What follows belongs to an exercise in optimizing a design on an open flow for small area, a short achievable clock period and few clock cycles per item; a production flow would make more cautious choices.
Function was checked by simulation only, so behaviour that the tests miss may differ from the original.
Power figures rest on the tool's default switching activity, not on a simulated workload.

==> flow/design.v <==
`timescale 1ns / 1ps
package olr_pkg;
  localparam int X_BITS     = 10;
  localparam int COUNT_BITS = 12;
  localparam int Y_W        = 32;
  localparam int RES_W      = 32;
  localparam int SX_W  = X_BITS + COUNT_BITS;         
  localparam int SXX_W = 2 * X_BITS + COUNT_BITS;     
  localparam int SY_W  = Y_W + COUNT_BITS;            
  localparam int SXY_W = Y_W + X_BITS + COUNT_BITS;   
  localparam int D_W  = SXX_W + COUNT_BITS;           
  localparam int NS_W = 67;
  localparam int NO_W = 77;
  localparam int U_W = 23;
  localparam int A_W = 33;
  localparam int B_W = 55;
  localparam int SLOT   = 17;
  localparam int SLOT_W = 5;
endpackage
`timescale 1ns / 1ps
import olr_pkg::*;
module olr_div #(
  parameter int NUM_W = 77
) (
  input  logic                        clk,
  input  logic                        load,
  input  logic                        step,
  input  logic                        first,
  input  logic signed [NUM_W-1:0]     num,
  input  logic [D_W-1:0]              den,
  input  logic [D_W+1:0]              den3,
  output logic signed [RES_W-1:0]     res
);
  localparam int MAG_W = D_W + 33;    
  localparam int R_W   = D_W + 2;     
  logic               neg_r;
  logic               sat_r;
  logic [R_W-1:0]     rem_r;
  logic [31:0]        lo_r;
  logic [NUM_W-1:0]   mag_n;
  logic [MAG_W-1:0]   mag;
  logic [R_W-1:0]     r4;
  logic [R_W:0]       t1, t2, t3;
  logic               ge1, ge2, ge3;
  logic [D_W-1:0]     rem_sel;
  logic [1:0]         qd;
  logic               sat0;
  assign mag_n = num[NUM_W-1] ? NUM_W'(-num) : NUM_W'(num);
  assign mag   = MAG_W'(mag_n);
  assign r4  = {rem_r[D_W-1:0], lo_r[31:30]};
  assign t1  = {1'b0, r4} - {3'b000, den};
  assign t2  = {1'b0, r4} - {2'b00, den, 1'b0};
  assign t3  = {1'b0, r4} - {1'b0, den3};
  assign ge1 = !t1[R_W];
  assign ge2 = !t2[R_W];
  assign ge3 = !t3[R_W];
  assign sat0 = rem_r >= R_W'(den);
  always_comb begin
    if (ge3) begin
      rem_sel = t3[D_W-1:0];
      qd      = 2'd3;
    end else if (ge2) begin
      rem_sel = t2[D_W-1:0];
      qd      = 2'd2;
    end else if (ge1) begin
      rem_sel = t1[D_W-1:0];
      qd      = 2'd1;
    end else begin
      rem_sel = r4[D_W-1:0];
      qd      = 2'd0;
    end
  end
  always_ff @(posedge clk) begin
    if (load) begin
      neg_r <= num[NUM_W-1];
      sat_r <= 1'b0;
      rem_r <= mag[MAG_W-1:31];
      lo_r  <= {mag[30:0], 1'b0};
    end else if (step) begin
      if (first) sat_r <= sat0;
      rem_r <= R_W'(rem_sel);
      lo_r  <= {lo_r[29:0], qd};
    end
  end
  logic [32:0] q_inc;
  logic [31:0] q_dec;
  logic [31:0] rq;
  logic        qz;
  assign q_inc = {1'b0, lo_r} + 33'd1;
  assign q_dec = lo_r - 32'd1;
  assign rq    = q_inc[32:1];
  assign qz    = lo_r == '0;
  always_comb begin
    if (neg_r) res = (sat_r || qz) ? {sat_r, {(RES_W-1){1'b0}}} : {1'b1, ~q_dec[31:1]};
    else       res = (sat_r || rq[31]) ? {1'b0, {(RES_W-1){1'b1}}} : $signed(rq);
  end
endmodule
`timescale 1ns / 1ps
import olr_pkg::*;
module olr_dp (
  input  logic                             clk,
  input  logic                             rst_n,
  input  logic [SLOT_W-1:0]                slot_c,
  input  logic                             last,
  input  logic                             adv,
  output logic                             dv,
  output logic                             out_full_n,
  input  logic                             in_valid,
  output logic                             in_ready,
  input  logic [X_BITS-1:0]                x_coord,
  input  logic signed [Y_W-1:0]            y_value,
  output logic                             out_valid,
  input  logic                             out_ready,
  output logic signed [RES_W-1:0]          slope_value,
  output logic signed [RES_W-1:0]          offset_value,
  output logic                             fit_valid,
  output logic [COUNT_BITS-1:0]            points_seen,
  output logic                             point_dropped
);
  logic [COUNT_BITS-1:0]   n_r;
  logic [SX_W-1:0]         sx_r;
  logic signed [SY_W-1:0]  sy_r;
  logic [SXX_W-1:0]        sxx_r;
  logic signed [SXY_W-1:0] sxy_r;
  logic [D_W-33:0]         d_hi;
  logic [NS_W-33:0]        ns_hi;
  logic [NO_W-33:0]        no_hi;
  logic [31:0]             d_lo, ns_lo, no_lo;
  logic [D_W-1:0]          d_r;
  logic signed [NS_W-1:0]  ns_r;
  logic signed [NO_W-1:0]  no_r;
  assign d_r  = {d_hi, d_lo};
  assign ns_r = {ns_hi, ns_lo};
  assign no_r = {no_hi, no_lo};
  logic                        xv_r;
  logic [3:0]                  xc_r;
  logic [X_BITS-1:0]           x_r;
  logic signed [Y_W-1:0]       y_r;
  logic [COUNT_BITS+9:0]       pn_r;     
  logic signed [A_W+9:0]      pa_r;     
  logic signed [B_W+9:0]      pnb_r;    
  logic signed [B_W+9:0]      pxy_r;    
  logic [2*X_BITS-1:0]         pxx_r;    
  logic xbit, xstep, xdone, xfer, drop;
  logic [3:0] xc_nx;
  assign xc_nx = xc_r + 4'd1;
  assign xstep  = xv_r && (xc_r != 4'd10);
  assign xdone  = xv_r && (xc_r == 4'd10);
  assign xfer   = adv && xdone;
  assign drop   = n_r == {COUNT_BITS{1'b1}};
  logic [COUNT_BITS:0]   pn_t;
  logic [A_W+1:0]        pa_w;
  logic [B_W+1:0]        pnb_w, pxy_w;
  logic [A_W:0]          pa_t;
  logic [B_W:0]          pnb_t, pxy_t;
  logic [X_BITS:0]       pxx_t;
  assign pn_t  = {1'b0, pn_r[COUNT_BITS+9:10]} + (xbit ? {1'b0, n_r} : '0);
  assign pa_w  = {pa_r[A_W+9], pa_r[A_W+9:10], 1'b1} +
                 {(xbit ? ~((A_W+1)'(sx_r)) : '0), xbit};
  assign pnb_w = {pnb_r[B_W+9], pnb_r[B_W+9:10], 1'b1} +
                 {(xbit ? ~((B_W+1)'(sy_r)) : '0), xbit};
  assign pxy_w = {pxy_r[B_W+9], pxy_r[B_W+9:10], 1'b1} +
                 {(xbit ? (B_W+1)'(y_r) : '0), 1'b0};
  assign pa_t  = pa_w[A_W+1:1];
  assign pnb_t = pnb_w[B_W+1:1];
  assign pxy_t = pxy_w[B_W+1:1];
  assign pxx_t = {1'b0, pxx_r[2*X_BITS-1:10]} + (xbit ? {1'b0, x_r} : '0);
  logic rdy_r;
  always_ff @(posedge clk) begin
    if (!rst_n) begin
      xv_r  <= 1'b0;
      rdy_r <= 1'b1;
    end else if (in_valid && !xv_r) begin
      xv_r  <= 1'b1;
      rdy_r <= 1'b0;
    end else if (xfer) begin
      xv_r  <= 1'b0;
      rdy_r <= 1'b1;
    end
  end
  assign in_ready = rdy_r;
  always_ff @(posedge clk) begin
    if (in_valid && !xv_r) begin
      x_r   <= x_coord;
      y_r   <= y_value;
      xc_r  <= 4'd0;
      xbit  <= x_coord[0];
      pn_r  <= '0;
      pa_r  <= {(A_W)'(sxx_r), 10'd0};
      pnb_r <= {(B_W)'(sxy_r), 10'd0};
      pxy_r <= {(B_W)'(sxy_r), 10'd0};
      pxx_r <= '0;
    end else if (xstep) begin
      xc_r  <= xc_nx;
      xbit  <= (xc_r == 4'd9) ? 1'b0 : x_r[xc_nx];
      pn_r  <= {pn_t, pn_r[9:1]};
      pa_r  <= {pa_t, pa_r[9:1]};
      pnb_r <= {pnb_t, pnb_r[9:1]};
      pxy_r <= {pxy_t, pxy_r[9:1]};
      pxx_r <= {pxx_t, pxx_r[9:1]};
    end
  end
  logic signed [U_W-1:0] u_nx;
  logic signed [A_W-1:0] a_nx;
  logic signed [B_W-1:0] b_nx;
  assign u_nx = $signed({1'b0, pn_r}) - $signed({1'b0, sx_r});
  assign a_nx = pa_r[A_W-1:0];
  assign b_nx = pnb_r[B_W-1:0];      
  always_ff @(posedge clk) begin
    if (!rst_n) begin
      n_r   <= '0;
      sx_r  <= '0;
      sy_r  <= '0;
      sxx_r <= '0;
      sxy_r <= '0;
    end else if (xfer && !drop) begin
      n_r   <= n_r + 1'b1;
      sx_r  <= sx_r + SX_W'(x_r);
      sy_r  <= sy_r + SY_W'(y_r);
      sxx_r <= sxx_r + SXX_W'(pxx_r);
      sxy_r <= pxy_r[SXY_W-1:0];
    end
  end
  logic                      yv_r;
  logic signed [U_W-1:0]     u_r;
  logic signed [A_W-1:0]     a_r;
  logic signed [B_W-1:0]     b_r;       
  logic [Y_W-1:0]            yy_r;      
  logic [11:0]               yx_r;      
  logic signed [U_W:0]       accu_r;    
  logic signed [A_W:0]       acca_r;    
  logic signed [B_W:0]       accxb_r;   
  logic signed [U_W:0]       accxu_r;   
  logic [1:0]                cd_r, cn_r, co_r;
  logic                      drop_y;
  logic ystep;
  assign ystep = yv_r && !slot_c[4];
  function automatic logic [2:0] booth(input logic b2, input logic b1, input logic b0);
    booth[2] = b2 && !(b1 && b0);
    booth[1] = b1 ^ b0;
    booth[0] = (b2 && !b1 && !b0) || (!b2 && b1 && b0);
  endfunction
  logic [2:0] ydig_r, xdig3_r;
  logic yneg, yone, ytwo, xneg, xone, xtwo;
  assign {yneg, yone, ytwo} = ydig_r;
  assign {xneg, xone, xtwo} = xdig3_r;
  logic [U_W+2:0] ppu, ppxu;
  logic [A_W+2:0] ppa;
  logic [B_W+2:0] ppb;
  always_comb begin
    ppu  = (yone ? (U_W+3)'(u_r) : '0) | (ytwo ? (U_W+3)'(u_r) << 1 : '0);
    ppxu = (xone ? (U_W+3)'(u_r) : '0) | (xtwo ? (U_W+3)'(u_r) << 1 : '0);
    ppa  = (yone ? (A_W+3)'(a_r) : '0) | (ytwo ? (A_W+3)'(a_r) << 1 : '0);
    ppb  = (xone ? (B_W+3)'(b_r) : '0) | (xtwo ? (B_W+3)'(b_r) << 1 : '0);
    ppu  = ppu ^ {(U_W+3){yneg}};
    ppxu = ppxu ^ {(U_W+3){xneg}};
    ppa  = ppa ^ {(A_W+3){yneg}};
    ppb  = ppb ^ {(B_W+3){!xneg}};
  end
  logic [U_W+3:0] tu_w, txu_w;
  logic [A_W+3:0] ta_w;
  logic [B_W+3:0] txb_w;
  logic [U_W+2:0] tu, txu;
  logic [A_W+2:0] ta;
  logic [B_W+2:0] txb;
  assign tu_w  = {(U_W+3)'(accu_r), 1'b1} + {ppu, yneg};
  assign txu_w = {(U_W+3)'(accxu_r), 1'b1} + {ppxu, xneg};
  assign ta_w  = {(A_W+3)'(acca_r), 1'b1} + {ppa, yneg};
  assign txb_w = {(B_W+3)'(accxb_r), 1'b1} + {ppb, !xneg};
  assign tu    = tu_w[U_W+3:1];
  assign txu   = txu_w[U_W+3:1];
  assign ta    = ta_w[A_W+3:1];
  assign txb   = txb_w[B_W+3:1];
  logic [3:0] sd, sn, so;
  logic [1:0] a_bits, nb_bits;
  assign a_bits  = a_r[2*slot_c[3:0] +: 2];
  assign nb_bits = b_r[2*slot_c[3:0] +: 2];
  assign sd = 4'(d_lo[1:0]) + 4'(txu[1:0]) + 4'(a_bits) + 4'(cd_r);
  assign sn = 4'(ns_lo[1:0]) + 4'(tu[1:0]) + 4'(nb_bits) + 4'(cn_r);
  assign so = 4'(no_lo[1:0]) + 4'(ta[1:0]) + 4'(txb[1:0]) + 4'(co_r);
  always_ff @(posedge clk) begin
    if (xfer) begin
      u_r     <= drop ? '0 : u_nx;
      a_r     <= drop ? '0 : a_nx;
      b_r     <= drop ? '0 : b_nx;
      yy_r    <= drop ? '0 : y_r;
      yx_r    <= drop ? '0 : {2'b00, x_r};
      ydig_r  <= drop ? '0 : booth(y_r[1], y_r[0], 1'b0);
      xdig3_r <= drop ? '0 : booth(x_r[1], x_r[0], 1'b0);
      drop_y  <= drop;
      accu_r  <= '0;
      acca_r  <= '0;
      accxb_r <= '0;
      accxu_r <= '0;
      cd_r    <= 2'd0;
      cn_r    <= 2'd0;
      co_r    <= 2'd0;
    end else if (ystep) begin
      accu_r  <= (U_W+1)'($signed(tu) >>> 2);
      acca_r  <= (A_W+1)'($signed(ta) >>> 2);
      accxu_r <= (U_W+1)'($signed(txu) >>> 2);
      accxb_r <= (B_W+1)'($signed(txb) >>> 2);
      yy_r    <= {2'b00, yy_r[Y_W-1:2]};
      yx_r    <= {2'b00, yx_r[11:2]};
      ydig_r  <= booth(yy_r[3], yy_r[2], yy_r[1]);
      xdig3_r <= (slot_c < SLOT_W'(5)) ? booth(yx_r[3], yx_r[2], yx_r[1]) : 3'b000;
      cd_r    <= sd[3:2];
      cn_r    <= sn[3:2];
      co_r    <= so[3:2];
    end
  end
  always_ff @(posedge clk) begin
    if (!rst_n) begin
      yv_r <= 1'b0;
    end else if (adv) begin
      yv_r <= xdone;
    end
  end
  localparam int DH = D_W - 32;
  localparam int SH = NS_W - 32;
  localparam int OH = NO_W - 32;
  logic [DH-1:0] dh_b, dh_c, dh_z, dh_s1, dh_k1, dh_s2, dh_k2;
  logic [SH-1:0] sh_b, sh_c, sh_z, sh_s1, sh_k1, sh_s2, sh_k2;
  logic [OH-1:0] oh_b, oh_c, oh_z, oh_s1, oh_k1, oh_s2, oh_k2;
  assign dh_b = DH'(accxu_r);
  assign dh_c = {DH{a_r[A_W-1]}};
  assign dh_z = DH'({cd_r[1], 1'b0});
  assign sh_b = SH'(accu_r);
  assign sh_c = SH'($signed(b_r[B_W-1:32]));
  assign sh_z = SH'({cn_r[1], 1'b0});
  assign oh_b = OH'(acca_r);
  assign oh_c = OH'(accxb_r);
  assign oh_z = OH'({co_r[1], 1'b0});
  assign dh_s1 = d_hi ^ dh_b ^ dh_c;
  assign dh_k1 = {((d_hi & dh_b) | (d_hi & dh_c) | (dh_b & dh_c)), cd_r[0]};
  assign dh_s2 = dh_s1 ^ dh_k1 ^ dh_z;
  assign dh_k2 = {((dh_s1 & dh_k1) | (dh_s1 & dh_z) | (dh_k1 & dh_z)), 1'b0};
  assign sh_s1 = ns_hi ^ sh_b ^ sh_c;
  assign sh_k1 = {((ns_hi & sh_b) | (ns_hi & sh_c) | (sh_b & sh_c)), cn_r[0]};
  assign sh_s2 = sh_s1 ^ sh_k1 ^ sh_z;
  assign sh_k2 = {((sh_s1 & sh_k1) | (sh_s1 & sh_z) | (sh_k1 & sh_z)), 1'b0};
  assign oh_s1 = no_hi ^ oh_b ^ oh_c;
  assign oh_k1 = {((no_hi & oh_b) | (no_hi & oh_c) | (oh_b & oh_c)), co_r[0]};
  assign oh_s2 = oh_s1 ^ oh_k1 ^ oh_z;
  assign oh_k2 = {((oh_s1 & oh_k1) | (oh_s1 & oh_z) | (oh_k1 & oh_z)), 1'b0};
  always_ff @(posedge clk) begin
    if (!rst_n) begin
      d_hi  <= '0;
      ns_hi <= '0;
      no_hi <= '0;
      d_lo  <= '0;
      ns_lo <= '0;
      no_lo <= '0;
    end else if (ystep) begin
      d_lo  <= {sd[1:0], d_lo[31:2]};
      ns_lo <= {sn[1:0], ns_lo[31:2]};
      no_lo <= {so[1:0], no_lo[31:2]};
    end else if (adv && yv_r) begin
      d_hi  <= dh_s2 + dh_k2;
      ns_hi <= sh_s2 + sh_k2;
      no_hi <= oh_s2 + oh_k2;
    end
  end
  logic                  dv_r;
  logic                  fv_r;
  logic [D_W-1:0]        den_r;
  logic [D_W+1:0]        den3_r;
  logic                  drop_d;
  logic                  dload, dstep, fin;
  logic                  c0_r, dfirst;
  always_ff @(posedge clk) begin
    if (!rst_n) begin
      c0_r   <= 1'b0;
      dfirst <= 1'b0;
    end else begin
      c0_r   <= adv;
      dfirst <= c0_r;
    end
  end
  assign dload  = dv_r && c0_r;
  assign dstep  = dv_r && !c0_r && (!last || adv);
  assign fin    = fv_r && c0_r;
  assign dv     = dv_r;
  always_ff @(posedge clk) begin
    if (!rst_n) begin
      dv_r <= 1'b0;
      fv_r <= 1'b0;
    end else if (adv) begin
      dv_r <= yv_r;
      fv_r <= dv_r;
    end
  end
  always_ff @(posedge clk) begin
    if (adv) begin
      drop_d <= drop_y;
    end
    if (dload) begin
      den_r  <= d_r;
      den3_r <= {2'b00, d_r} + {1'b0, d_r, 1'b0};
    end
  end
  logic signed [RES_W-1:0] slope_q, offset_q;
  olr_div #(.NUM_W(NS_W)) u_div_slope (
    .clk   (clk),
    .load  (dload),
    .step  (dstep),
    .first (dfirst),
    .num   (ns_r),
    .den   (den_r),
    .den3  (den3_r),
    .res   (slope_q)
  );
  olr_div #(.NUM_W(NO_W)) u_div_offset (
    .clk   (clk),
    .load  (dload),
    .step  (dstep),
    .first (dfirst),
    .num   (no_r),
    .den   (den_r),
    .den3  (den3_r),
    .res   (offset_q)
  );
  logic                    ov_r;
  logic                    ovn_r;    
  logic signed [RES_W-1:0] slope_r, offset_r;
  logic                    fit_r;
  logic [COUNT_BITS-1:0]   seen_r;
  logic                    drop_r;
  logic                    fit;
  assign fit = den_r != '0;
  always_ff @(posedge clk) begin
    if (!rst_n) begin
      ov_r  <= 1'b0;
      ovn_r <= 1'b1;
    end else if (fin) begin
      ov_r  <= 1'b1;
      ovn_r <= 1'b0;
    end else if (out_ready) begin
      ov_r  <= 1'b0;
      ovn_r <= 1'b1;
    end
  end
  always_ff @(posedge clk) begin
    if (adv && dv_r) begin
      seen_r <= n_r - COUNT_BITS'(yv_r && !drop_y);
      drop_r <= drop_d;
    end
    if (fin) begin
      fit_r    <= fit;
      slope_r  <= fit ? slope_q : '0;
      offset_r <= fit ? offset_q : '0;
    end
  end
  assign out_valid     = ov_r;
  assign out_full_n    = ovn_r;
  assign slope_value   = slope_r;
  assign offset_value  = offset_r;
  assign fit_valid     = fit_r;
  assign points_seen   = seen_r;
  assign point_dropped = drop_r;
endmodule
`timescale 1ns / 1ps
import olr_pkg::*;
module olr_ctrl (
  input  logic              clk,
  input  logic              rst_n,
  input  logic              out_full_n,
  input  logic              dv,
  output logic [SLOT_W-1:0] slot_c,
  output logic              last,
  output logic              adv
);
  logic [SLOT_W-1:0] c_r;
  logic              last_r;
  assign last = last_r;
  assign adv  = last_r && !(dv && !out_full_n);
  always_ff @(posedge clk) begin
    if (!rst_n) begin
      c_r    <= '0;
      last_r <= 1'b0;
    end else if (!last_r) begin
      c_r    <= c_r + 1'b1;
      last_r <= c_r == SLOT_W'(SLOT - 2);
    end else if (adv) begin
      c_r    <= '0;
      last_r <= 1'b0;
    end
  end
  assign slot_c = c_r;
endmodule
`timescale 1ns / 1ps
import olr_pkg::*;
module online_linear_regression_fit (
  input  logic                             clk,
  input  logic                             rst_n,
  input  logic                             in_valid,
  output logic                             in_ready,
  input  logic [olr_pkg::X_BITS-1:0]       in_x_coord,
  input  logic signed [olr_pkg::Y_W-1:0]   in_y_value,
  output logic                             out_valid,
  input  logic                             out_ready,
  output logic signed [olr_pkg::RES_W-1:0] out_slope_value,
  output logic signed [olr_pkg::RES_W-1:0] out_offset_value,
  output logic                             out_fit_valid,
  output logic [olr_pkg::COUNT_BITS-1:0]   out_points_seen,
  output logic                             out_point_dropped
);
  logic [SLOT_W-1:0] slot_c;
  logic              adv;
  logic              last;
  logic              dv;
  logic              out_full_n;
  olr_ctrl u_ctrl (
    .clk       (clk),
    .rst_n     (rst_n),
    .out_full_n(out_full_n),
    .dv        (dv),
    .slot_c    (slot_c),
    .last      (last),
    .adv       (adv)
  );
  olr_dp u_dp (
    .clk           (clk),
    .rst_n         (rst_n),
    .slot_c        (slot_c),
    .last          (last),
    .adv           (adv),
    .dv            (dv),
    .out_full_n    (out_full_n),
    .in_valid      (in_valid),
    .in_ready      (in_ready),
    .x_coord       (in_x_coord),
    .y_value       (in_y_value),
    .out_valid     (out_valid),
    .out_ready     (out_ready),
    .slope_value   (out_slope_value),
    .offset_value  (out_offset_value),
    .fit_valid     (out_fit_valid),
    .points_seen   (out_points_seen),
    .point_dropped (out_point_dropped)
  );
endmodule
==> flow/run.sh <==
#!/bin/bash
# synth_recipe.tcl (not shown) runs the flow's synth.tcl, then flattens the netlist and writes it again
# the make line also repeats each setting of config.mk as NAME=value (left out here)
make -C /OpenROAD-flow-scripts/flow DESIGN_CONFIG=/design/flow/config.mk WORK_HOME=/design/flow/orfs CLKGATE_MAP_FILE= SYNTH_SCRIPT=/design/flow/synth_recipe.tcl finish
==> flow/config.mk <==
export PLATFORM = sky130hd
export DESIGN_NAME = online_linear_regression_fit
export DESIGN_NICKNAME = online_linear_regression_fit
export VERILOG_FILES = /design/flow/design.v
export SDC_FILE = /design/flow/constraint.sdc
export NUM_CORES = 4
export LEC_CHECK = 0
export CAP_MARGIN = 20
export CORE_MARGIN = 2
export CORE_UTILIZATION = 40
export SETUP_SLACK_MARGIN = 4
export SLEW_MARGIN = 20
==> flow/constraint.sdc <==
create_clock -name core_clock -period 9.0 [get_ports {clk}]
set_input_delay 1.8000 -clock core_clock [delete_from_list [all_inputs] [get_ports {clk}]]
set_output_delay 1.8000 -clock core_clock [all_outputs]
set_load 0.01 [all_outputs]
==> results.txt, run 1 <==
* Status: no timing/DRC/antenna violations
* RSZ-0062 raised after global routing: true
* Final design utilization at 0.444
* Compound-Gate Fraction of Synth Area at 0.237
* Final Slew Violations at 0
* Simple-gate area share of the yosys netlist at 0.163
* Final setup violation count at 0
* Clock Pin Slew Worst Setup and Hold Paths at 0.06 ns
* Syn Nets at 13000
* CTS root buffer: clkbuf_16
* Vias in the first global route at 85500
* Setup WS post-layout at 4.09 ns
* Largest family of logic cells by synthesized area: compound AO/OA/AOI/OAI gates
* Final Critical Period at 4.91 ns
* Nets at 12900
* Global route overflow at 0
* IO Pins at 126
* Number of remaining DRC errors at 0
* Maximum vdd drop at 0.187 mV
* Vias/cell at 5.82
* Critical Path Source Type: flop
* Antenna Nets Post-Route at 0
* GRT Overall Usage at 0.247
* Crit-path cells: inv_1 -> ha_1 -> nor2b_1 -> o31a_1 -> o31ai_1 -> a211oi_1 -> a221o_1 -> a2111o_1 -> a21oi_1 -> o41ai_1 -> buf_4 -> a221oi_1 -> xnor2_1 -> mux2_2 -> o21ai_0 -> o221ai_1
* Power per cell area at 166 nW/µm²
* Biggest area consumer among synthesized cells: edfxtp_1
* Post-synth top cells: nand2_1, a21oi_1, ha_1
* Total die area at 255000 µm²
* Yosys warnings at 4
* DIE HEIGHT at 505 µm
* CP Buf/Inv Count at 2
* Synth Area in XOR/XNOR at 0.0872
* Syn_area_per_cell at 8.45 µm²
* Hold Path Class: flop to flop
* Die Wd at 505 µm
* CP max FO at 7
* Initial antenna violation count at 11
* Placed insts at 14900
* Max Fclk at 203 MHz
* Final Cell Area at 111000 µm²
* Post-route clock period utilization at 0.546
* Post-Synth Adder-Cell Area at 0.148
* Max-Cap Viols at 0
* Post-synthesis async set-or-reset flop share at 0
* Req. time, crit path at 9.55 ns
* Num rows at 183
* Rel. slew slack at 0.192
* DRT iter0 DRCs at 7173
* Post-synthesis register bit count at 1257
* CTS tree: built
* Top cells by area, synth: edfxtp_1, ha_1, dfxtp_1, a21oi_1, nand2_1
* Crit-path max cell delay at 0.53 ns
* DP Worst Slack at 3.03 ns
* LEAKAGE at 46.3 nW
* Least-Margin Pin Slew at 1.21 ns
* WL per Instance at 21.5 µm
* Drt first pass iters at 7
* Synth Instances at 11900
* Area delta synth->final at 10.3%
* Number of synthesized flops with an enable pin at 657
* Pin count of the biggest net entering global routing at 162
* Sequential-to-total area share from yosys stat at 0.316
* Share of post-route cells with drive strength above 1 at 0.0467
* Kind of critical path: flop to flop
* Total Wirelength at 327 mm
* Port bufs at 125
* Post-synthesis mux area share at 0.00727
* Share of the synthesized area in the top cell type at 0.197
* GP Congestion at 0.979
* Routed via count at 88500
* Clock skew at 0.0664 ns
* Highest-delay cell along the critical path: edfxtp_1
* DP HPWL at 250 mm
* Global-route wire length before repair at 502 mm
* Hold Vio Cnt, Final at 0
* Total CTS buffers at 156
* Clock Path Buffers at 3
* Family with the most delay on the worst path: compound AO/OA/AOI/OAI gates
* H-tree depth at 4
* Count leader, synth: nand2_1
* Starting Density at 0.403
* Clock sinks at 1257
* Netlist cell types at 92
* Crit. End Element: flop
* Cell Area, Placed at 105000 µm²
* Clock latency on the worst-skew pair at 0.84 ns
* Critical path data arrival time at 5.47 ns
* Setup TNS Final at 0 ns
* Final instance count without filler cells at 15200
* Top_reg_cell synth: edfxtp_1
* Synthesized area at 100000 µm²
* Core area at 249000 µm²
* Hold_buf cts at 0
==> where the power goes <==
part	switching (mW)	total (mW)	leakage, nW	internal, mW
Combinational	2.86	4.89	32.6	2.03
Sequential	0.318	6.78	11.1	6.46
Clock	2.85	6.66	2.62	3.82
Total	6.02	18.3	46.3	12.3
==> registers in the layout (all words and copies together), names as in the netlist, 32 cells and up <==
signal	flops
u_dp.acca_r	34
u_dp.d_lo	32
u_dp.no_lo	32
u_dp.a_r	33
u_dp.slope_r	32
u_dp.pa_r	43
u_dp.accxb_r	56
u_dp.offset_r	32
u_dp.ns_hi	35
u_dp.ns_lo	32
u_dp.b_r	55
u_dp.u_div_offset.rem_r	46
u_dp.u_div_offset.lo_r	32
u_dp.u_div_slope.rem_r	44
u_dp.sxy_r	54
u_dp.no_hi	45
u_dp.den3_r	46
u_dp.pnb_r	65
u_dp.pxy_r	65
u_dp.sxx_r	32
u_dp.y_r	32
u_dp.sy_r	44
u_dp.den_r	43
u_dp.u_div_slope.lo_r	32
==> cells by family (layout without fill, tap and decap cells) <==
| kind of cell | Yosys count | after routing |
|---|---|---|
| AO/OA/AOI/OAI | 3815 | 3815 |
| AND/OR/NAND/NOR | 3530 | 3530 |
| flip-flops | 1257 | 1257 |
| adder cells (fa/ha/maj) | 1116 | 1116 |
| buffers and inverters | 1102 | 1106 |
| other | 0 | 1 |
| XOR/XNOR | 999 | 999 |
| multiplexers | 58 | 58 |
==> final timing paths <==
kind	from	endpoint	slack, ns	cells after the start
min	u_dp.drop_d$_DFFE_PP_	u_dp.drop_r$_DFFE_PP_	0.42	0
max reg2reg	u_dp.den_r[1]$_DFFE_PP_	u_dp.u_div_offset.rem_r[43]$_DFFE_PP_	4.09	16
max	u_dp.den_r[1]$_DFFE_PP_	u_dp.u_div_offset.rem_r[43]$_DFFE_PP_	4.09	16
min reg2reg	u_dp.drop_d$_DFFE_PP_	u_dp.drop_r$_DFFE_PP_	0.42	0
==> layer usage <==
metal | vias to the layer above | GRT usage | share of wire
met1 | 42300 | 0.310 | 0.42
li1 | 42700 | - | -
met3 | 719 | 0.0292 | 0.050
met4 | 4 | 0.133 | 0.062
met5 | - | 0 | 0.000098
met2 | 2742 | 0.414 | 0.47
==> cell usage in the layout, fill, tap and decap left out, types with 53 or more instances in the layout <==
master,Yosys,final
dfxtp_1,600,595
nand4_1,118,118
edfxtp_1,657,657
a21oi_1,1259,1256
a22oi_1,148,148
buf_4,0,94
o21a_1,101,101
and3_1,96,95
nand2_1,1543,1535
xnor2_1,582,582
a21o_1,464,464
nor2b_1,208,206
ha_1,993,993
nor2_1,651,644
nand3_1,216,215
a22o_1,58,58
clkbuf_16,0,160
a211oi_1,117,113
or3_1,92,92
inv_1,577,569
nand2b_1,132,131
fa_1,123,123
a31oi_1,117,111
o211ai_1,71,71
nor3_1,167,162
o22ai_1,66,65
and2_1,98,97
clkdlybuf4s50_1,0,124
nor4_1,54,53
o31ai_1,101,95
o21ai_0,848,835
xor2_1,417,417
o21bai_1,107,107
==> metrics by stage <==
step                hold slack [ns]  total power, mW
floorplan                     0.400             10.4
global placement              0.422             11.6
detailed placement            0.410             11.6
CTS                           0.424             18.4
global route                  0.427             19.3
finish                        0.423             18.3
==> final cells by class <==
type	instances	area [µm²]
clock buffers	202	4330
well taps	3330	4170
diodes	1	2.50
clock inverters	91	1140
inverters	580	2210
fillers	24500	138000
flip-flops and latches	1257	31700
multi-input cells	9518	64900
repair buffers	233	2200
==> worst reg2reg max path, stage by stage (launching register included) <==
cell	delay (ns)
edfxtp_1	0.53
inv_1	0.35
ha_1	0.30
nor2b_1	0.16
o31a_1	0.28
o31ai_1	0.34
a211oi_1	0.23
a221o_1	0.47
a2111o_1	0.44
a21oi_1	0.21
o41ai_1	0.12
buf_4	0.16
a221oi_1	0.35
xnor2_1	0.13
mux2_2	0.28
o21ai_0	0.15
o221ai_1	0.14
==> timing repair <==
item,in CTS,in global routing
setup buffers,3,11
pin swaps,0,6
gates cloned,0,0
resized for setup,31,62
setup endpoints to repair,97,132
Testbench counts, summed over its fixed seeds: cycles 17,552, items 1,024.
==> run 2, diff against run 1 <==
--- a/flow/design.v
+++ b/flow/design.v
@@ -9,11 +9,11 @@
   localparam int SY_W  = Y_W + COUNT_BITS;            
   localparam int SXY_W = Y_W + X_BITS + COUNT_BITS;   
   localparam int D_W  = SXX_W + COUNT_BITS;           
-  localparam int NS_W = 67;
-  localparam int NO_W = 77;
+  localparam int NS_W = 66;
+  localparam int NO_W = 76;
   localparam int U_W = 23;
   localparam int A_W = 33;
-  localparam int B_W = 55;
+  localparam int B_W = 54;
   localparam int SLOT   = 17;
   localparam int SLOT_W = 5;
 endpackage
@@ -137,9 +137,9 @@
   logic [X_BITS-1:0]           x_r;
   logic signed [Y_W-1:0]       y_r;
   logic [COUNT_BITS+9:0]       pn_r;     
-  logic signed [A_W+9:0]      pa_r;     
-  logic signed [B_W+9:0]      pnb_r;    
-  logic signed [B_W+9:0]      pxy_r;    
+  logic [SX_W+9:0]             psx_r;    
+  logic signed [SY_W+9:0]      psy_r;    
+  logic signed [Y_W+9:0]       pxy_r;    
   logic [2*X_BITS-1:0]         pxx_r;    
   logic xbit, xstep, xdone, xfer, drop;
   logic [3:0] xc_nx;
@@ -149,21 +149,16 @@
   assign xfer   = adv && xdone;
   assign drop   = n_r == {COUNT_BITS{1'b1}};
   logic [COUNT_BITS:0]   pn_t;
-  logic [A_W+1:0]        pa_w;
-  logic [B_W+1:0]        pnb_w, pxy_w;
-  logic [A_W:0]          pa_t;
-  logic [B_W:0]          pnb_t, pxy_t;
+  logic [SX_W:0]         psx_t;
+  logic signed [SY_W:0]  psy_t;
+  logic signed [Y_W:0]   pxy_t;
   logic [X_BITS:0]       pxx_t;
   assign pn_t  = {1'b0, pn_r[COUNT_BITS+9:10]} + (xbit ? {1'b0, n_r} : '0);
-  assign pa_w  = {pa_r[A_W+9], pa_r[A_W+9:10], 1'b1} +
-                 {(xbit ? ~((A_W+1)'(sx_r)) : '0), xbit};
-  assign pnb_w = {pnb_r[B_W+9], pnb_r[B_W+9:10], 1'b1} +
-                 {(xbit ? ~((B_W+1)'(sy_r)) : '0), xbit};
-  assign pxy_w = {pxy_r[B_W+9], pxy_r[B_W+9:10], 1'b1} +
-                 {(xbit ? (B_W+1)'(y_r) : '0), 1'b0};
-  assign pa_t  = pa_w[A_W+1:1];
-  assign pnb_t = pnb_w[B_W+1:1];
-  assign pxy_t = pxy_w[B_W+1:1];
+  assign psx_t = {1'b0, psx_r[SX_W+9:10]} + (xbit ? {1'b0, sx_r} : '0);
+  assign psy_t = {psy_r[SY_W+9], psy_r[SY_W+9:10]} +
+                 (xbit ? {sy_r[SY_W-1], sy_r} : '0);
+  assign pxy_t = {pxy_r[Y_W+9], pxy_r[Y_W+9:10]} +
+                 (xbit ? {y_r[Y_W-1], y_r} : '0);
   assign pxx_t = {1'b0, pxx_r[2*X_BITS-1:10]} + (xbit ? {1'b0, x_r} : '0);
   logic rdy_r;
   always_ff @(posedge clk) begin
@@ -186,16 +181,16 @@
       xc_r  <= 4'd0;
       xbit  <= x_coord[0];
       pn_r  <= '0;
-      pa_r  <= {(A_W)'(sxx_r), 10'd0};
-      pnb_r <= {(B_W)'(sxy_r), 10'd0};
-      pxy_r <= {(B_W)'(sxy_r), 10'd0};
+      psx_r <= '0;
+      psy_r <= '0;
+      pxy_r <= '0;
       pxx_r <= '0;
     end else if (xstep) begin
       xc_r  <= xc_nx;
       xbit  <= (xc_r == 4'd9) ? 1'b0 : x_r[xc_nx];
       pn_r  <= {pn_t, pn_r[9:1]};
-      pa_r  <= {pa_t, pa_r[9:1]};
-      pnb_r <= {pnb_t, pnb_r[9:1]};
+      psx_r <= {psx_t, psx_r[9:1]};
+      psy_r <= {psy_t, psy_r[9:1]};
       pxy_r <= {pxy_t, pxy_r[9:1]};
       pxx_r <= {pxx_t, pxx_r[9:1]};
     end
@@ -204,8 +199,8 @@
   logic signed [A_W-1:0] a_nx;
   logic signed [B_W-1:0] b_nx;
   assign u_nx = $signed({1'b0, pn_r}) - $signed({1'b0, sx_r});
-  assign a_nx = pa_r[A_W-1:0];
-  assign b_nx = pnb_r[B_W-1:0];      
+  assign a_nx = $signed({1'b0, sxx_r}) - $signed({1'b0, psx_r});
+  assign b_nx = B_W'(psy_r) - B_W'(sxy_r);
   always_ff @(posedge clk) begin
     if (!rst_n) begin
       n_r   <= '0;
@@ -218,13 +213,13 @@
       sx_r  <= sx_r + SX_W'(x_r);
       sy_r  <= sy_r + SY_W'(y_r);
       sxx_r <= sxx_r + SXX_W'(pxx_r);
-      sxy_r <= pxy_r[SXY_W-1:0];
+      sxy_r <= sxy_r + SXY_W'(pxy_r);
     end
   end
   logic                      yv_r;
   logic signed [U_W-1:0]     u_r;
   logic signed [A_W-1:0]     a_r;
-  logic signed [B_W-1:0]     b_r;       
+  logic signed [B_W-1:0]     b_r;
   logic [Y_W-1:0]            yy_r;      
   logic [11:0]               yx_r;      
   logic signed [U_W:0]       accu_r;    
@@ -255,7 +250,7 @@
     ppu  = ppu ^ {(U_W+3){yneg}};
     ppxu = ppxu ^ {(U_W+3){xneg}};
     ppa  = ppa ^ {(A_W+3){yneg}};
-    ppb  = ppb ^ {(B_W+3){!xneg}};
+    ppb  = ppb ^ {(B_W+3){xneg}};
   end
   logic [U_W+3:0] tu_w, txu_w;
   logic [A_W+3:0] ta_w;
@@ -266,7 +261,7 @@
   assign tu_w  = {(U_W+3)'(accu_r), 1'b1} + {ppu, yneg};
   assign txu_w = {(U_W+3)'(accxu_r), 1'b1} + {ppxu, xneg};
   assign ta_w  = {(A_W+3)'(acca_r), 1'b1} + {ppa, yneg};
-  assign txb_w = {(B_W+3)'(accxb_r), 1'b1} + {ppb, !xneg};
+  assign txb_w = {(B_W+3)'(accxb_r), 1'b1} + {ppb, xneg};
   assign tu    = tu_w[U_W+3:1];
   assign txu   = txu_w[U_W+3:1];
   assign ta    = ta_w[A_W+3:1];
@@ -274,7 +269,7 @@
   logic [3:0] sd, sn, so;
   logic [1:0] a_bits, nb_bits;
   assign a_bits  = a_r[2*slot_c[3:0] +: 2];
-  assign nb_bits = b_r[2*slot_c[3:0] +: 2];
+  assign nb_bits = ~b_r[2*slot_c[3:0] +: 2];
   assign sd = 4'(d_lo[1:0]) + 4'(txu[1:0]) + 4'(a_bits) + 4'(cd_r);
   assign sn = 4'(ns_lo[1:0]) + 4'(tu[1:0]) + 4'(nb_bits) + 4'(cn_r);
   assign so = 4'(no_lo[1:0]) + 4'(ta[1:0]) + 4'(txb[1:0]) + 4'(co_r);
@@ -293,7 +288,7 @@
       accxb_r <= '0;
       accxu_r <= '0;
       cd_r    <= 2'd0;
-      cn_r    <= 2'd0;
+      cn_r    <= 2'd1;
       co_r    <= 2'd0;
     end else if (ystep) begin
       accu_r  <= (U_W+1)'($signed(tu) >>> 2);
@@ -319,30 +314,30 @@
   localparam int DH = D_W - 32;
   localparam int SH = NS_W - 32;
   localparam int OH = NO_W - 32;
-  logic [DH-1:0] dh_b, dh_c, dh_z, dh_s1, dh_k1, dh_s2, dh_k2;
-  logic [SH-1:0] sh_b, sh_c, sh_z, sh_s1, sh_k1, sh_s2, sh_k2;
-  logic [OH-1:0] oh_b, oh_c, oh_z, oh_s1, oh_k1, oh_s2, oh_k2;
+  logic [DH-1:0] dh_b, dh_c, dh_s, dh_k;
+  logic [SH-1:0] sh_b, sh_c, sh_s, sh_k;
+  logic [OH-1:0] oh_b, oh_c, oh_s, oh_k;
+  logic [DH:0]   dh_w;
+  logic [SH:0]   sh_w;
+  logic [OH:0]   oh_w;
   assign dh_b = DH'(accxu_r);
   assign dh_c = {DH{a_r[A_W-1]}};
-  assign dh_z = DH'({cd_r[1], 1'b0});
   assign sh_b = SH'(accu_r);
-  assign sh_c = SH'($signed(b_r[B_W-1:32]));
-  assign sh_z = SH'({cn_r[1], 1'b0});
+  assign sh_c = SH'($signed(~b_r[B_W-1:32]));
   assign oh_b = OH'(acca_r);
   assign oh_c = OH'(accxb_r);
-  assign oh_z = OH'({co_r[1], 1'b0});
-  assign dh_s1 = d_hi ^ dh_b ^ dh_c;
-  assign dh_k1 = {((d_hi & dh_b) | (d_hi & dh_c) | (dh_b & dh_c)), cd_r[0]};
-  assign dh_s2 = dh_s1 ^ dh_k1 ^ dh_z;
-  assign dh_k2 = {((dh_s1 & dh_k1) | (dh_s1 & dh_z) | (dh_k1 & dh_z)), 1'b0};
-  assign sh_s1 = ns_hi ^ sh_b ^ sh_c;
-  assign sh_k1 = {((ns_hi & sh_b) | (ns_hi & sh_c) | (sh_b & sh_c)), cn_r[0]};
-  assign sh_s2 = sh_s1 ^ sh_k1 ^ sh_z;
-  assign sh_k2 = {((sh_s1 & sh_k1) | (sh_s1 & sh_z) | (sh_k1 & sh_z)), 1'b0};
-  assign oh_s1 = no_hi ^ oh_b ^ oh_c;
-  assign oh_k1 = {((no_hi & oh_b) | (no_hi & oh_c) | (oh_b & oh_c)), co_r[0]};
-  assign oh_s2 = oh_s1 ^ oh_k1 ^ oh_z;
-  assign oh_k2 = {((oh_s1 & oh_k1) | (oh_s1 & oh_z) | (oh_k1 & oh_z)), 1'b0};
+  assign dh_s = d_hi ^ dh_b ^ dh_c;
+  assign dh_k = {((d_hi[DH-2:0] & dh_b[DH-2:0]) | (d_hi[DH-2:0] & dh_c[DH-2:0]) |
+                  (dh_b[DH-2:0] & dh_c[DH-2:0])), |cd_r};
+  assign sh_s = ns_hi ^ sh_b ^ sh_c;
+  assign sh_k = {((ns_hi[SH-2:0] & sh_b[SH-2:0]) | (ns_hi[SH-2:0] & sh_c[SH-2:0]) |
+                  (sh_b[SH-2:0] & sh_c[SH-2:0])), |cn_r};
+  assign oh_s = no_hi ^ oh_b ^ oh_c;
+  assign oh_k = {((no_hi[OH-2:0] & oh_b[OH-2:0]) | (no_hi[OH-2:0] & oh_c[OH-2:0]) |
+                  (oh_b[OH-2:0] & oh_c[OH-2:0])), |co_r};
+  assign dh_w = {dh_s, 1'b1} + {dh_k, cd_r[1]};
+  assign sh_w = {sh_s, 1'b1} + {sh_k, cn_r[1]};
+  assign oh_w = {oh_s, 1'b1} + {oh_k, co_r[1]};
   always_ff @(posedge clk) begin
     if (!rst_n) begin
       d_hi  <= '0;
@@ -356,9 +351,9 @@
       ns_lo <= {sn[1:0], ns_lo[31:2]};
       no_lo <= {so[1:0], no_lo[31:2]};
     end else if (adv && yv_r) begin
-      d_hi  <= dh_s2 + dh_k2;
-      ns_hi <= sh_s2 + sh_k2;
-      no_hi <= oh_s2 + oh_k2;
+      d_hi  <= dh_w[DH:1];
+      ns_hi <= sh_w[SH:1];
+      no_hi <= oh_w[OH:1];
     end
   end
   logic                  dv_r;
--- a/flow/config.mk
+++ b/flow/config.mk
@@ -8,5 +8,5 @@
 export CAP_MARGIN = 20
 export CORE_MARGIN = 2
 export CORE_UTILIZATION = 40
-export SETUP_SLACK_MARGIN = 4
+export SETUP_SLACK_MARGIN = 5
 export SLEW_MARGIN = 20
==> run 2 against run 1 <==
Net effect:
- still clean
- flip-flop and latch count fell by 50
- worst setup slack improved by 0.26 ns
- register-to-register slack improved by 0.26 ns
- clock skew fell by 0.0049 ns
- clock-buffer cell count rose by 2
- non-clock buffer count rose by 551
- total power fell by 11%
- via count rose by 7.0%
- design area rose by 10%
- clock power barely moved
- critical path depth fell by 3
- critical endpoint is now u_dp.u_div_slope.rem_r[32]$_DFFE_PP_
- largest power group is now the clock network
- highest routed layer unchanged
==> results.txt, run 2 <==
* Die Wd at 506 µm
* DIE HEIGHT at 506 µm
* Setup TNS Final at 0 ns
* GRT Overall Usage at 0.272
* Worst path most repeated cell: or4_4
* Placed insts at 15400
* Switching part of the total at 0.303
* Pin count of the biggest net entering global routing at 174
* Hold Vio Cnt, Final at 0
* Kind of critical path: flop to flop
* Share of post-route cells with drive strength above 1 at 0.143
* Antenna Nets Post-Route at 0
* Post-synth top cells: nand2_1, a21oi_1, ha_1
* Starting Density at 0.402
* Max-Cap Viols at 0
* Max Fclk at 215 MHz
* RSZ-0062 raised after global routing: true
* CP max FO at 4
* Nets at 13900
* WL per Instance at 22.6 µm
* Least-Margin Pin Slew at 1.31 ns
* Clock sinks at 1207
* Drt first pass iters at 8
* Gate power share at 0.217
* Initial antenna violation count at 13
* Top cells by area, synth: edfxtp_1, dfxtp_1, ha_1, a21oi_1, nand2_1
* Syn Nets at 13500
* Flop pwr share at 0.376
* Crit-path max cell delay at 0.55 ns
* Most frequent cells in the layout: nand2_1, a21oi_1, ha_1
* Most common cell after layout, fill and taps aside: nand2_1
* Vias/cell at 5.83
* Synth Instances at 12400
* Synthesized area at 101000 µm²
* IO Pins at 126
* DRT iter0 DRCs at 6898
* Share of the synthesized area in the top cell type at 0.152
* Total CTS buffers at 154
* H-tree depth at 4
* Net Sw Power at 4.93 mW
* Count leader, synth: nand2_1
* Highest-delay cell along the critical path: or4_4
* Post-synthesis register bit count at 1207
* Rel. slew slack at 0.118
* Vias in the first global route at 90100
* Final setup violation count at 0
* Biggest area consumer among synthesized cells: edfxtp_1
* Number of remaining DRC errors at 0
* Clock Pin Slew Worst Setup and Hold Paths at 0.06 ns
* Clock skew at 0.0615 ns
* Critical Path Source Type: flop
* Crit-path cells: or4_4 -> or3_4 -> or4_4 -> nor2_4 -> nand3b_1 -> or3_4 -> or4_4 -> or4_4 -> or3_4 -> o31ai_4 -> xnor2_1 -> a21oi_2 -> a31oi_1
* GP Congestion at 0.989
* Total die area at 256000 µm²
* Top reg by flops: u_dp.accxb_r
* Number of synthesized flops with an enable pin at 512
* Yosys warnings at 4
* Total power at 16.3 mW
* Final Critical Period at 4.66 ns
* Core area at 251000 µm²
* DP HPWL at 261 mm
* Maximum vdd drop at 0.192 mV
* Port bufs at 125
* Sequential-to-total area share from yosys stat at 0.290
* Total Wirelength at 368 mm
* Hold Path Class: flop to flop
* Max reg flops at 55
* LEAKAGE at 50.7 nW
* Status: no timing/DRC/antenna violations
* Syn_area_per_cell at 8.17 µm²
* Filler cells at 23800
* Clock share of power at 0.407
* Crit. End Element: flop
* Final Slew Violations at 0
* Post-route clock period utilization at 0.517
* Critical path data arrival time at 5.21 ns
* Post-synthesis async set-or-reset flop share at 0
* CTS root buffer: clkbuf_16
* CTS tree: built
* Req. time, crit path at 9.55 ns
* Routed via count at 94700
* Area delta synth->final at 20.6%
* Top_reg_cell synth: dfxtp_1
* Clock Path Buffers at 3
* Netlist cell types at 96
* Power per cell area at 134 nW/µm²
* Global-route wire length before repair at 546 mm
* Hold WS at 0.420 ns
* Num rows at 184
* Clock latency on the worst-skew pair at 0.83 ns
* Final instance count without filler cells at 16300
* Global route overflow at 0
* Internal power at 11.4 mW
run 2: cell types whose count changed in the layout (fill, tap and decap cells not counted), sizes merged, moves of 46 or more:
cell and change:
nor2 +73, edfxtp -145, dfxtp +95, buf +541, and2 +69, nor3 +52, nor2b -72, o211ai +46
nand3 +99, xnor2 +90, a21oi +79, o21ai -66
run 2: power groups by stage:
stage | clock network [mW] | registers (mW) | logic, mW
after CTS | 6.76 | 6.11 | 3.19
after global routing | 6.97 | 6.14 | 3.87
after floorplan | 0 | 6.13 | 2.17
after global placement | 0 | 6.24 | 2.75
after detailed placement | 0 | 6.24 | 2.81
final | 6.64 | 6.12 | 3.54
run 2: cell type report:
type	count	area (µm²)	share of cell area
Multi-Input combinational cell	10000	72500	0.596
Clock buffer	204	4300	0.0353
Timing Repair Buffer	784	7860	0.0645
Antenna cell	5	12.5	0.000103
Sequential cell	1207	29400	0.241
Clock inverter	84	1080	0.00891
Inverter	618	2470	0.0203
Tap cell	3348	4190	0.0344
run 2: worst paths after layout:
kind | startpoint | to | slack (ns) | depth (start not counted)
hold / removal | u_dp.drop_d$_DFFE_PP_ | u_dp.drop_r$_DFFE_PP_ | 0.42 | 0
setup reg to reg | u_dp.ns_lo[28]$_SDFFE_PN0P_ | u_dp.u_div_slope.rem_r[32]$_DFFE_PP_ | 4.34 | 13
hold reg to reg | u_dp.drop_d$_DFFE_PP_ | u_dp.drop_r$_DFFE_PP_ | 0.42 | 0
setup / recovery | u_dp.ns_lo[28]$_SDFFE_PN0P_ | u_dp.u_div_slope.rem_r[32]$_DFFE_PP_ | 4.34 | 13
run 2: what timing repair did:
item	4_1_cts	5_1_grt
gates cloned	30	11
resized for setup	754	609
endpoints found under the setup margin	386	257
hold buffers	0	0
pin swaps	314	453
setup buffers	310	212
run 2: metal layers:
metal,routed length [µm],GRT usage,vias to the layer above
li1,-,-,45500
met1,150000,0.333,45400
met2,171000,0.458,2963
met3,22600,0.0444,842
met4,23900,0.141,14
met5,90,0,-
run 2: cells by family (layout without fill, tap and decap cells):
group / count (synthesis) / count (layout) / synth area share
AOI/OAI and AO/OA: 3875 / 3879 / 0.239
and+or+nand+nor: 3857 / 3857 / 0.178
DFF: 1207 / 1207 / 0.290
buffers and inverters: 1157 / 1690 / 0.0433
adders and majority gates: 1121 / 1121 / 0.148
xor gates and xnor gates: 1073 / 1073 / 0.0931
muxes: 70 / 70 / 0.00830
other: 0 / 5 / 0
run 2: through the flow:
stage / util / area [µm²] / setup WS [ns]
after CTS: 0.468 / 117000 / 4.34
after detailed placement: 0.420 / 106000 / 2.92
after floorplan: - / 101000 / 4.71
after global placement: 0.420 / 106000 / 2.82
final: 0.485 / 122000 / 4.34
after global routing: 0.485 / 122000 / 4.23
run 2: critical path: cells and delay by family, from the launching register on:
family | cells | cell delay [ns]
simple gates | 9 | 3.36
compound gates | 3 | 0.57
flops | 1 | 0.34
xor+xnor | 1 | 0.12
Testbench counts of run 2, summed over its fixed seeds: cycles 17,552, items 1,024.

==> re-timing with driven ports <==
Ports are ideal in the flow. The routed layouts listed here were re-timed in OpenROAD.
Step 1: set_driving_cell puts a clkbuf_16 on clk and a buf_2 on each other input, an assumption about the parent block.
Step 2 also shifts input and output timing later by t, the mid clock arrival at the registers, as if the neighbouring blocks saw the same clock.
a / b / c = ideal ports / drivers / drivers and shift; a / b = the first two.
run	t (ns)	slack for setup (ns)	latest minus earliest clock arrival (ns)	cell pins on the clock port's net
run 1	0.918	4.086 / 4.086 / 4.086	0.078 / 0.079	1
run 2	0.895	4.343 / 4.343 / 4.156	0.062 / 0.061	1
After both steps every run listed still meets setup and hold. The setup slack of run 2, which loses most, moves by 0.000 ns with the drivers and by -0.187 ns with both steps.
